This design comes from an exercise in tuning for small area, a short achievable clock period and few clock cycles per item on the open sky130 flow, not from production work.
Function was checked by simulation only, so behaviour that the tests miss may differ from the original.
Power is estimated from default activity; no workload was simulated.

## bidirectional_byte_stack_unit
module bidirectional_byte_stack_unit (
    input  logic       clk,
    input  logic       rst_n,
    input  logic       in_valid,
    output logic       in_stall,
    input  logic [2:0] command,
    input  logic       grow_down,
    input  logic [7:0] push_value,
    output logic       out_valid,
    input  logic       out_stall,
    output logic [7:0] read_value,
    output logic       zero_out,
    output logic       carry_out,
    output logic [7:0] pointer_out
);
    logic       ir_valid;
    logic [2:0] ir_cmd;
    logic       ir_down;
    logic [7:0] ir_val;
    logic       sh_p, sh_m;      
    logic       off, off_next;   
    logic       pol;             
    logic [7:0] sp_reg, sp_next;
    logic       zero_reg, zero_next;
    logic       carry_reg, carry_next;
    logic [7:0] du_reg, du_next;      
    logic [7:0] dd_reg, dd_next;      
    logic [8:0] span;                 
    logic       full_reg, full_next;  
    logic       newterr;              
    logic       vp1_reg, vp2_reg, vm1_reg, vm2_reg;
    logic       vp1_next, vp2_next, vm1_next, vm2_next;
    logic [1:0]  qc;         
    logic [1:0]  qv;         
    logic        ov_reg;     
    logic [17:0] qd0, qd1;
    logic        exec;       
    logic        ir_valid_next, nx_down, nx_step, nx_up;
    logic [17:0] res;
    logic        stall_reg;
    logic       accept, pop;
    logic       in_up, in_dn, in_step, in_shp;
    logic       is_push, is_pd, is_rm, is_rd, is_cmp;
    logic       up, dn;
    logic       vp1, vp2, vm1, vm2;
    logic       clr0, wr_hi, wr_lo;
    logic [7:0] q0, q1, q2, q3, q254, q255;
    logic       sa1, sa2, sa255, sa0, a_zp;
    logic       sb2, sb3, sb254, sb255, b_zp;
    logic       nv_p1, nv_p2, nv_m1, nv_m2, pol_next;
    logic [7:0] a_st, b_st;            
    logic       a_eq_b, a_lt_b, a_gt_b;
    logic [7:0] a_val, wr_data, rv;
    logic       wr0, wr1, wr2, wr255;
    logic [7:0] d0, d1, d2, d255;
    logic [1:0] nq;
    logic       n_ge1, n_ge2;
    assign exec     = ir_valid & ~qc[1];
    assign in_stall = stall_reg;
    assign accept   = in_valid & ~(ir_valid & qc[1]);
    assign pop      = qv[0] & ~out_stall;
    assign qv       = {qc[1], qc != 2'd0};
  ...
For scale: roughly 5,200 cells after synthesis, roughly 2,100 flip-flops, roughly 36 I/O pins.
clock: 7.0 ns
lec_check: 0
cap_margin: 20
core_margin: 2
core_utilization: 55
cts_cluster_diameter: 80
cts_cluster_size: 24
setup_slack_margin: 4.5
slew_margin: 20
run.sh (not shown) runs the stock make flow with config.mk's settings and CLKGATE_MAP_FILE= SYNTH_SCRIPT=/design/flow/synth_recipe.tcl, a recipe that flattens the netlist after the stock synthesis.
Testbench counts at the start, summed over its fixed seeds: cycles 32,016, items 32,000.
Change:
CORE_UTILIZATION = 45   (was 55)
CTS_CLUSTER_DIAMETER = 70   (was 80)
CTS_CLUSTER_SIZE = 20   (was 24)
SETUP_SLACK_MARGIN = 5.0   (was 4.5)
=> Synthesized area stays the same. Cell area rises by 3.6%. Hold slack got worse by 15 ps. Total power goes up by 3.9%. Setup slack loses 61 ps. Die area is higher by 22%. Clock skew rises by 13 ps. Routed wire length goes up by 3.9%. Clock power goes up by 11%. Via count came out higher by 2.1%. Core utilization goes down by 9.0 points.
Change:
CORE_UTILIZATION = 55   (was 45)
CTS_CLUSTER_DIAMETER = 80   (was 70)
CTS_CLUSTER_SIZE = 24   (was 20)
HOLD_SLACK_MARGIN = 0.0   (was not set)
SETUP_SLACK_MARGIN = 4.3   (was 5.0)
Result: Final area is lower by 3.9%. Total power goes down by 4.4%. Die area goes down by about 18%. Hold slack gets better by 13 ps. Routed wire length drops by 4.1%. Area after synthesis stays the same. Critical path depth is unchanged. Setup slack gains 16 ps. Utilization came out higher by 8.7 points. Non-clock buffer count shrinks by 69.
Change:
CAP_MARGIN = 5   (was 20)
CTS_CLUSTER_DIAMETER = 100   (was 80)
CTS_CLUSTER_SIZE = 30   (was 24)
SETUP_SLACK_MARGIN = 4.65   (was 4.3)
SLEW_MARGIN = 5   (was 20)
=>
- cell area barely changes
- first-iteration DRC count went up by about a fifth
- non-clock buffer count is higher by 22
- clock power went down by roughly a tenth
- critical path depth stays the same
- sequential share of layout area hardly moves
Change:
CAP_MARGIN = 20   (was 5)
CTS_BUF_LIST = sky130_fd_sc_hd__clkbuf_8 sky130_fd_sc_hd__clkbuf_16   (was not set)
CTS_CLUSTER_DIAMETER = 80   (was 100)
CTS_CLUSTER_SIZE = 24   (was 30)
HOLD_SLACK_MARGIN = not set   (was 0.0)
SETUP_SLACK_MARGIN = 4.8   (was 4.65)
SLEW_MARGIN = 20   (was 5)
The new run completed without violations; synthesized cell count does not change; die area does not change; sequential share of layout area falls by 0.84 points; design area goes up by 1.3%.
Change:
CTS_BUF_LIST = sky130_fd_sc_hd__clkbuf_8   (was sky130_fd_sc_hd__clkbuf_8 sky130_fd_sc_hd__clkbuf_16)
CTS_CLUSTER_DIAMETER = 60   (was 80)
CTS_CLUSTER_SIZE = 16   (was 24)
What happened:
- hold slack is about the same
- final area stays flat
- register-to-register slack barely changes

## the previous run
Starting RTL as in the previous note.
## bidirectional_byte_stack_unit
module bidirectional_byte_stack_unit (
    input  logic       clk,
    input  logic       rst_n,
    input  logic       in_valid,
    output logic       in_stall,
    input  logic [2:0] command,
    input  logic       grow_down,
    input  logic [7:0] push_value,
    output logic       out_valid,
    input  logic       out_stall,
    output logic [7:0] read_value,
    output logic       zero_out,
    output logic       carry_out,
    output logic [7:0] pointer_out
);
    logic       ir_valid;
    logic [2:0] ir_cmd;
    logic       ir_down;
    logic [7:0] ir_val;
    logic       sh_p, sh_m;      
    logic       off, off_next;   
    logic       pol;             
    logic [7:0] sp_reg, sp_next;
    logic       zero_reg, zero_next;
    logic       carry_reg, carry_next;
    logic [7:0] du_reg, du_next;      
    logic [7:0] dd_reg, dd_next;      
    logic [8:0] span;                 
    logic       full_reg, full_next;  
    logic       newterr;              
    logic       vp1_reg, vp2_reg, vm1_reg, vm2_reg;
    logic       vp1_next, vp2_next, vm1_next, vm2_next;
    logic [1:0]  qc;         
    logic [1:0]  qv;         
  ...
clock: 7.0 ns
lec_check: 0
cap_margin: 20
core_margin: 2
core_utilization: 55
cts_cluster_diameter: 80
cts_cluster_size: 24
setup_slack_margin: 4.8
slew_margin: 20
The previous run: no failed stages, no open violations at the end
Testbench counts of the previous run, summed over its fixed seeds: cycles 32,016, items 32,000.
## Diff of input files: the current run against the previous run
Settings: a change of SETUP_SLACK_MARGIN from 4.8 to 4.65; a change of CTS_CLUSTER_DIAMETER from 80 to 100; a change of CTS_CLUSTER_SIZE from 24 to 30; an added HOLD_SLACK_MARGIN of 0.0.
==> comparison <==
The current run did not stop at any stage, and its layout met the timing, DRC and antenna checks.
The previous run -> the current run: final cell count decreased slightly
Routed wire in the current run totals less than in the previous run.
On slew of the pin with the lowest slew margin, the previous run tracks the current run almost exactly.
Per the comparison of the current run with the previous run, vias per cell comparable; final-layout fill cell count climbed 109; utilization down 0.79 points; via count fell 0.68%.
When the current run is set beside the previous run, its non-clock buffer count turns out to be about 10% smaller.
Net count of the finished layout down 0.66% in the current run wrt the previous run
Fraction of standard cell area that is sequential is lower on the previous run
Any difference in global-route wire length before repair between the current run and the previous run is small enough to ignore.

[separate check: timing with driven ports]
How much do the figures lean on ideal ports? The routed layouts below were timed once more, with nothing changed but the port constraints.
Step 1 sets driving cells, clkbuf_16 on the clock port and buf_2 on the other inputs (assumed; they add their load-dependent delay and slew).
Step 2 adds t to the input delays and takes it off the output delays; t is the mean of the earliest and latest rising clock arrival at the registers after step 1. Input paths then give back, and output paths get back, about the clock's delay inside the block.
Three values: ideal, step 1, step 2; two values: the first two.
run	t (ns)	setup slack, ns	worst slew at a driven data input, ns	cell pins on the clock port's net
the first run of note 1	0.748	4.381 / 4.315 / 3.789	0.04	1
the second run of note 1	0.802	4.320 / 4.249 / 4.020	0.04	1
the third run of note 1	0.758	4.336 / 4.261 / 3.749	0.04	1
the fourth run of note 1	0.751	4.388 / 4.319 / 3.910	0.04	1
the fifth run of note 1	0.764	4.371 / 4.299 / 3.944	0.04	1
the sixth run of note 1	0.896	4.232 / 4.168 / 3.946	0.04	1
the previous run	0.763	4.374 / 4.301 / 3.944	0.04	1
the current run	0.751	4.388 / 4.319 / 3.910	0.04	1
After both steps setup and hold are still met in every run listed. For the first run of note 1, which loses most, drivers alone change the setup slack by -0.066 ns; drivers and shift together by -0.592 ns.
